From an optimization exercise on the open Yosys and OpenROAD flow, aimed at small area; shortcuts taken in it are not production practice. Function was checked by simulation only, so behaviour that the tests miss may differ from the original. Power figures rest on the tool's default switching activity, not on a simulated workload. No driver is modelled on the clock port, so clocking that relies on it looks cheaper here than on a real chip.

==> inputs of job 4102 <==
==> flow/design.v <==
package fc_output_collector_pkg;
    localparam int N_HIDDEN   = 128;
    localparam int DATA_W_DEF = 16;
    localparam int CNT_W_DEF  = 8;
endpackage
module fc_output_collector_act_buffer #(
    parameter int DEPTH  = 128,
    parameter int DATA_W = 15
) (
    input  logic              clk,
    input  logic              load,
    input  logic              shift,
    input  logic              shift_n,
    input  logic              par,
    input  logic [DATA_W-1:0] din,
    output logic [DATA_W-1:0] dout
);
    logic [DATA_W-1:0] in_r;
    logic [DATA_W-1:0] sr_r [1:DEPTH-1];
    always_ff @(posedge clk) begin
        if (load) begin
            in_r <= din;
        end
    end
    always_ff @(posedge clk) begin
        sr_r[1] <= ~((({DATA_W{par}} ^ in_r) | {DATA_W{shift_n}}) & (sr_r[1] | {DATA_W{shift}}));
    end
    for (genvar i = 2; i < DEPTH; i++) begin : g_stage
        always_ff @(posedge clk) begin
            sr_r[i] <= ~((sr_r[i-1] | {DATA_W{shift_n}}) & (sr_r[i] | {DATA_W{shift}}));
        end
    end
    assign dout = sr_r[DEPTH-1] ^ {DATA_W{par}};
endmodule
module fc_output_collector #(
    parameter int N_NEURONS = fc_output_collector_pkg::N_HIDDEN,
    parameter int DATA_W    = fc_output_collector_pkg::DATA_W_DEF,
    parameter bit RELU_EN   = 1'b1,
    parameter int CNT_W     = fc_output_collector_pkg::CNT_W_DEF
) (
    input  logic                  clk,
    input  logic                  reset,
    input  logic [DATA_W-1:0]     s_data,
    input  logic                  s_valid,
    input  logic                  s_done,
    output logic                  m_start,
    output logic [DATA_W-1:0]     m_data,
    output logic                  m_valid,
    output logic                  frame_done,
    output logic                  busy,
    output logic                  err_short,
    output logic                  err_drop
);
    localparam int IDX_W = (N_NEURONS > 1) ? $clog2(N_NEURONS) : 1;
    localparam int MEM_W = RELU_EN ? DATA_W - 1 : DATA_W;
    logic [IDX_W-1:0]  idx_r;
    logic              last_s;
    logic              we_s;
    logic              complete_s;
    logic              abort_s;
    logic              next_valid_s;
    logic [MEM_W-1:0]  wdata_s;
    logic [MEM_W-1:0]  rdata_s;
    logic              shift_r;
    logic              shift_n_r;
    logic              par_r;
    logic              m_start_r;
    logic [MEM_W-1:0]  m_data_r;
    logic              m_valid_r;
    logic              frame_done_r;
    logic              busy_r;
    logic              err_short_r;
    logic              err_drop_r;
    assign last_s       = (idx_r == IDX_W'(N_NEURONS - 1));
    assign we_s         = !busy_r && s_valid;
    assign complete_s   = we_s && last_s;
    assign abort_s      = !busy_r && s_done && !complete_s && (idx_r != '0);
    assign next_valid_s = m_start_r || (m_valid_r && !last_s);
    if (RELU_EN) begin : g_relu
        assign wdata_s = s_data[DATA_W-1] ? '0 : s_data[MEM_W-1:0];
    end else begin : g_norelu
        assign wdata_s = s_data;
    end
    fc_output_collector_act_buffer #(
        .DEPTH  (N_NEURONS),
        .DATA_W (MEM_W)
    ) u_act_buffer (
        .clk     (clk),
        .load    (s_valid),
        .shift   (shift_r),
        .shift_n (shift_n_r),
        .par     (par_r),
        .din     (wdata_s),
        .dout    (rdata_s)
    );
    always_ff @(posedge clk or negedge reset) begin
        if (!reset) begin
            shift_r   <= 1'b0;
            shift_n_r <= 1'b1;
            par_r     <= 1'b0;
        end else begin
            shift_r   <= s_valid || busy_r;
            shift_n_r <= !(s_valid || busy_r);
            par_r     <= !par_r;
        end
    end
    always_ff @(posedge clk or negedge reset) begin
        if (!reset) begin
            idx_r        <= '0;
            m_start_r    <= 1'b0;
            m_data_r     <= '0;
            m_valid_r    <= 1'b0;
            frame_done_r <= 1'b0;
            busy_r       <= 1'b0;
            err_short_r  <= 1'b0;
            err_drop_r   <= 1'b0;
        end else begin
            if (abort_s) begin
                idx_r <= '0;
            end else if (we_s || m_valid_r) begin
                idx_r <= idx_r + 1'b1;
            end
            m_start_r    <= complete_s;
            m_valid_r    <= next_valid_s;
            m_data_r     <= next_valid_s ? rdata_s : '0;
            frame_done_r <= m_valid_r && last_s;
            busy_r       <= complete_s || (busy_r && !frame_done_r);
            err_short_r  <= err_short_r || abort_s;
            err_drop_r   <= err_drop_r || (busy_r && s_valid);
        end
    end
    assign m_start    = m_start_r;
    assign m_data     = {{(DATA_W-MEM_W){1'b0}}, m_data_r};
    assign m_valid    = m_valid_r;
    assign frame_done = frame_done_r;
    assign busy       = busy_r;
    assign err_short  = err_short_r;
    assign err_drop   = err_drop_r;
endmodule
==> flow/run.sh <==
#!/bin/bash
# synth_recipe.tcl (not shown) runs the flow's synth.tcl, then flattens the netlist and writes it again
# the make line also repeats each setting of config.mk as NAME=value (left out here)
make -C /OpenROAD-flow-scripts/flow DESIGN_CONFIG=/design/flow/config.mk WORK_HOME=/design/flow/orfs CLKGATE_MAP_FILE= SYNTH_SCRIPT=/design/flow/synth_recipe.tcl finish
==> flow/config.mk <==
export PLATFORM = sky130hd
export DESIGN_NAME = fc_output_collector
export DESIGN_NICKNAME = fc_output_collector
export VERILOG_FILES = /design/flow/design.v
export SDC_FILE = /design/flow/constraint.sdc
export NUM_CORES = 4
export LEC_CHECK = 0
export CAP_MARGIN = 20
export CORE_MARGIN = 2
export CORE_UTILIZATION = 40
export CTS_BUF_LIST = sky130_fd_sc_hd__clkbuf_16
export CTS_CLUSTER_DIAMETER = 60
export CTS_CLUSTER_SIZE = 36
export SLEW_MARGIN = 20
==> flow/constraint.sdc <==
create_clock -name core_clock -period 4.0 [get_ports {clk}]
set_input_delay 0.8000 -clock core_clock [delete_from_list [all_inputs] [get_ports {clk}]]
set_output_delay 0.8000 -clock core_clock [all_outputs]
set_load 0.01 [all_outputs]
==> job 2792: changes against job 4102 <==
--- a/flow/design.v
+++ b/flow/design.v
@@ -10,3 +10,2 @@
     input  logic              clk,
-    input  logic              load,
     input  logic              shift,
@@ -20,5 +19,3 @@
     always_ff @(posedge clk) begin
-        if (load) begin
-            in_r <= din;
-        end
+        in_r <= din;
     end
@@ -88,3 +85,2 @@
         .clk     (clk),
-        .load    (s_valid),
         .shift   (shift_r),
==> flow/flow/run.sh (new file) <==
#!/bin/bash
# Layout flow: the standard ORFS flow (standard.sh) with these changes:
# - port buffers use the smallest buffer cell;
# - after global placement, flow/fanout_tree.tcl rebuilds the buffer trees of
#   the two shift-register control nets as one level of clustered buf_4s;
# - clock tree synthesis uses larger sink clusters of clkbuf_16 and inserts
#   no dummy loads.
# make's output goes to orfs_make.log; each ORFS step logs under orfs/logs.
set -euo pipefail
HERE=$(pwd)
CTS="-sink_clustering_enable -repair_clock_nets -sink_clustering_size 20 -sink_clustering_max_diameter 80 -buf_list sky130_fd_sc_hd__clkbuf_8 -dont_use_dummy_load"
bash standard.sh \
  "BUFFER_PORTS_ARGS=-buffer_cell sky130_fd_sc_hd__buf_1" \
  "POST_GLOBAL_PLACE_TCL=$HERE/flow/fanout_tree.tcl" \
  "CTS_ARGS=$CTS" \
  finish > orfs_make.log 2>&1
==> flow/flow/fanout_tree.tcl (new file) <==
# Rebuild the buffer trees of the shift-register control nets (the nets driven
# by the shift_r and shift_n_r flip-flops): the loads are split by recursive
# bisection into clusters of at most ft_max pins, each driven by one
# buf_4 placed at its centre, and the leaf buffers are driven by one buf_12
# at their centre.
proc ft_is_buf {master} {
  return [regexp {__(buf|clkbuf)_[0-9]+$} $master]
}

proc ft_split {pts k} {
  # pts: list of {x y pinname}; splits them into k clusters of near-equal
  # size by recursive bisection across the longer side.
  if {$k <= 1} { return [list $pts] }
  set xs [lsort -real [lmap p $pts {lindex $p 0}]]
  set ys [lsort -real [lmap p $pts {lindex $p 1}]]
  set dx [expr {[lindex $xs end] - [lindex $xs 0]}]
  set dy [expr {[lindex $ys end] - [lindex $ys 0]}]
  set i [expr {$dx >= $dy ? 0 : 1}]
  set s [lsort -real -index $i $pts]
  set k1 [expr {$k / 2}]
  set h [expr {[llength $s] * $k1 / $k}]
  return [concat [ft_split [lrange $s 0 [expr {$h - 1}]] $k1] \
            [ft_split [lrange $s $h end] [expr {$k - $k1}]]]
}

proc ft_centre {pts} {
  set sx 0.0; set sy 0.0
  foreach p $pts { set sx [expr {$sx + [lindex $p 0]}]; set sy [expr {$sy + [lindex $p 1]}] }
  set n [llength $pts]
  return [list [expr {$sx / $n}] [expr {$sy / $n}]]
}

proc ft_rebuild {pattern max leaf root} {
  set block [ord::get_db_block]
  set dbu [$block getDbUnitsPerMicron]
  set drv ""
  foreach inst [$block getInsts] {
    if {[string match $pattern [$inst getName]]} { set drv $inst; break }
  }
  if {$drv eq ""} { puts "fanout_tree: no instance matches $pattern"; return }
  set q [$drv findITerm Q]
  # Walk the buffer tree below the flip-flop.
  set bufs {}
  set todo [list [$q getNet]]
  set nloads 0
  while {[llength $todo]} {
    set net [lindex $todo 0]; set todo [lrange $todo 1 end]
    foreach it [$net getITerms] {
      if {[$it isOutputSignal]} { continue }
      set inst [$it getInst]
      if {[ft_is_buf [[$inst getMaster] getName]]} {
        lappend bufs [$inst getName]
        lappend todo [[$inst findITerm X] getNet]
      } else {
        incr nloads
      }
    }
  }
  puts "fanout_tree: [$drv getName]: [llength $bufs] buffers, $nloads loads"
  # Remove the old tree: bypass each buffer, leaves first.
  foreach name [lreverse $bufs] {
    set b [$block findInst $name]
    set in [[[$b findITerm A] getNet] getName]
    set out [[[$b findITerm X] getNet] getName]
    set loads {}
    foreach it [[[$b findITerm X] getNet] getITerms] {
      if {[$it getInst] eq $b} { continue }
      lappend loads "[[$it getInst] getName]/[[$it getMTerm] getName]"
    }
    foreach l $loads {
      disconnect_pin $out [get_pins $l]
      connect_pin $in [get_pins $l]
    }
    delete_instance [get_cells $name]
    delete_net [get_nets $out]
  }
  estimate_parasitics -placement
  set net [$q getNet]
  set pts {}
  foreach it [$net getITerms] {
    if {[$it isOutputSignal]} { continue }
    set inst [$it getInst]
    set b [$inst getBBox]
    lappend pts [list [expr {([$b xMin] + [$b xMax]) / 2.0 / $dbu}] [expr {([$b yMin] + [$b yMax]) / 2.0 / $dbu}] "[$inst getName]/[[$it getMTerm] getName]"]
  }
  set clusters [ft_split $pts [expr {([llength $pts] + $max - 1) / $max}]]
  set leafins {}
  set i 0
  foreach c $clusters {
    set pins [get_pins [lmap p $c {lindex $p 2}]]
    set xy [ft_centre $c]
    set b [insert_buffer -buffer_cell $leaf -net [get_nets [$net getName]] -load_pins $pins -location $xy]
    lappend leafins [list {*}$xy "[get_full_name $b]/A"]
    incr i
  }
  set xy [ft_centre $leafins]
  insert_buffer -buffer_cell $root -net [get_nets [[$q getNet] getName]] -load_pins [get_pins [lmap p $leafins {lindex $p 2}]] -location $xy
  puts "fanout_tree: [$drv getName]: $i leaf buffers"
}

if {![info exists ft_max]} { set ft_max 100 }
foreach pat {shift_r$* shift_n_r$*} {
  ft_rebuild $pat $ft_max sky130_fd_sc_hd__buf_4 sky130_fd_sc_hd__buf_12
}
==> flow/standard.sh (new file) <==
#!/bin/bash
# synth_recipe.tcl (not shown) runs the flow's synth.tcl, then flattens the netlist and writes it again
# the make line also repeats each setting of config.mk as NAME=value (left out here)
make -C /OpenROAD-flow-scripts/flow DESIGN_CONFIG=/design/flow/config.mk WORK_HOME=/design/flow/orfs CLKGATE_MAP_FILE= SYNTH_SCRIPT=/design/flow/synth_recipe.tcl "${@:-finish}"
--- a/flow/config.mk
+++ b/flow/config.mk
@@ -9,6 +9,3 @@
 export CORE_MARGIN = 2
-export CORE_UTILIZATION = 40
-export CTS_BUF_LIST = sky130_fd_sc_hd__clkbuf_16
-export CTS_CLUSTER_DIAMETER = 60
-export CTS_CLUSTER_SIZE = 36
+export CORE_UTILIZATION = 60
 export SLEW_MARGIN = 20
removed: flow/run.sh
==> job 2139: changes against job 4102 <==
--- a/flow/design.v
+++ b/flow/design.v
@@ -10,3 +10,2 @@
     input  logic              clk,
-    input  logic              load,
     input  logic              shift,
@@ -20,5 +19,3 @@
     always_ff @(posedge clk) begin
-        if (load) begin
-            in_r <= din;
-        end
+        in_r <= din;
     end
@@ -88,3 +85,2 @@
         .clk     (clk),
-        .load    (s_valid),
         .shift   (shift_r),
==> flow/flow/run.sh (new file) <==
#!/bin/bash
# Layout flow: the standard ORFS flow (standard.sh) with two changes:
# port buffers use the smallest buffer cell, and clock tree synthesis uses
# larger sink clusters of clkbuf_16 and inserts no dummy loads.
set -euo pipefail
CTS="-sink_clustering_enable -repair_clock_nets -sink_clustering_size 36 -sink_clustering_max_diameter 80 -buf_list sky130_fd_sc_hd__clkbuf_16 -dont_use_dummy_load"
bash standard.sh \
  "BUFFER_PORTS_ARGS=-buffer_cell sky130_fd_sc_hd__buf_1" \
  "CTS_ARGS=$CTS" \
  finish > orfs_make.log 2>&1
==> flow/standard.sh (new file) <==
#!/bin/bash
# synth_recipe.tcl (not shown) runs the flow's synth.tcl, then flattens the netlist and writes it again
# the make line also repeats each setting of config.mk as NAME=value (left out here)
make -C /OpenROAD-flow-scripts/flow DESIGN_CONFIG=/design/flow/config.mk WORK_HOME=/design/flow/orfs CLKGATE_MAP_FILE= SYNTH_SCRIPT=/design/flow/synth_recipe.tcl "${@:-finish}"
--- a/flow/config.mk
+++ b/flow/config.mk
@@ -11,4 +11,4 @@
 export CTS_BUF_LIST = sky130_fd_sc_hd__clkbuf_16
-export CTS_CLUSTER_DIAMETER = 60
-export CTS_CLUSTER_SIZE = 36
+export CTS_CLUSTER_DIAMETER = 80
+export CTS_CLUSTER_SIZE = 30
 export SLEW_MARGIN = 20
removed: flow/run.sh
==> qor summary <==
quantity                                                                  job 2139                 job 4102                 job 2792
Power after layout                                                        34900 uW                 39500 uW                 34300 uW
Comb. pwr                                                                  2630 uW                  2660 uW                  2590 uW
Min-Delay Path Class                                        input pin to async pin     register to register   input pin to async pin
Signal buffers                                                                 117                      109                       82
Number of well-tap cells placed                                               1768                     1768                     1165
Average size of a mapped cell                                            12.2 um^2                12.2 um^2                12.2 um^2
Crit path setup slack, layout                                              1.84 ns                  1.16 ns                  1.72 ns
Status                                                     complete, no violations  complete, no violations  complete, no violations
Finished Layout Cells                                                         5921                     6049                     5329
Slew at the pin closest to its max-slew limit                             0.986 ns                  1.04 ns                 0.905 ns
Highest clock frequency the design can meet                              0.462 GHz                0.352 GHz                0.439 GHz
Min cycle time layout                                                      2.16 ns                  2.84 ns                  2.28 ns
Clock share of power                                                         23.6%                    32.3%                    22.4%
Data arrival time of the critical path                                     1.36 ns                  2.04 ns                  1.48 ns
Fraction of the mapped netlist area in simple logic gates                   0.535%                   0.534%                   0.535%
Fraction of area in registers                                                68.9%                    66.2%                    70.9%
Sequential cell area fraction in the yosys report                            73.0%                    73.0%                    73.0%
Number of buffers added by the clock tree synthesis step                        66                      108                      107
Clock latency at the later pin of the worst-skew pair                      0.66 ns                  0.73 ns                  0.79 ns
Portion of total power attributed to sequential cells                        68.9%                    61.0%                    70.1%
Synthesized cell area                                                  0.0537 mm^2              0.0539 mm^2              0.0537 mm^2
Reg area                                                               0.0392 mm^2              0.0394 mm^2              0.0392 mm^2

## afterwards: timing with drivers on the ports
Ports are ideal in the flow. The routed layouts listed here were re-timed in OpenROAD.
Step 1 sets driving cells, clkbuf_16 on the clock port and buf_2 on the other inputs (assumed; they add their load-dependent delay and slew).
Step 2 times the ports against the registers' clock, not the clock port: input delays grow and output delays shrink by t, the midpoint of the rising clock arrivals with the driver on.
Three values: no drivers, after step 1, after step 2; two values: the first two.
| run | t (ns) | setup slack, ns | hold slack, ns | worst setup path after step 2 | worst slew at a driven data input, ns |
|---|---|---|---|---|---|
| job 4102 | 0.791 | 1.159 / 1.084 / 1.461 | 0.408 / 0.408 / 0.408 | input to register | 0.08 |
| job 2792 | 0.829 | 1.723 / 1.657 / 1.877 | 0.077 / 0.035 / 0.403 | register to register | 0.03 |
| job 2139 | 0.696 | 1.836 / 1.764 / 1.881 | 0.133 / 0.083 / 0.373 | register to register | 0.03 |
After both steps setup and hold are still met in every run listed.
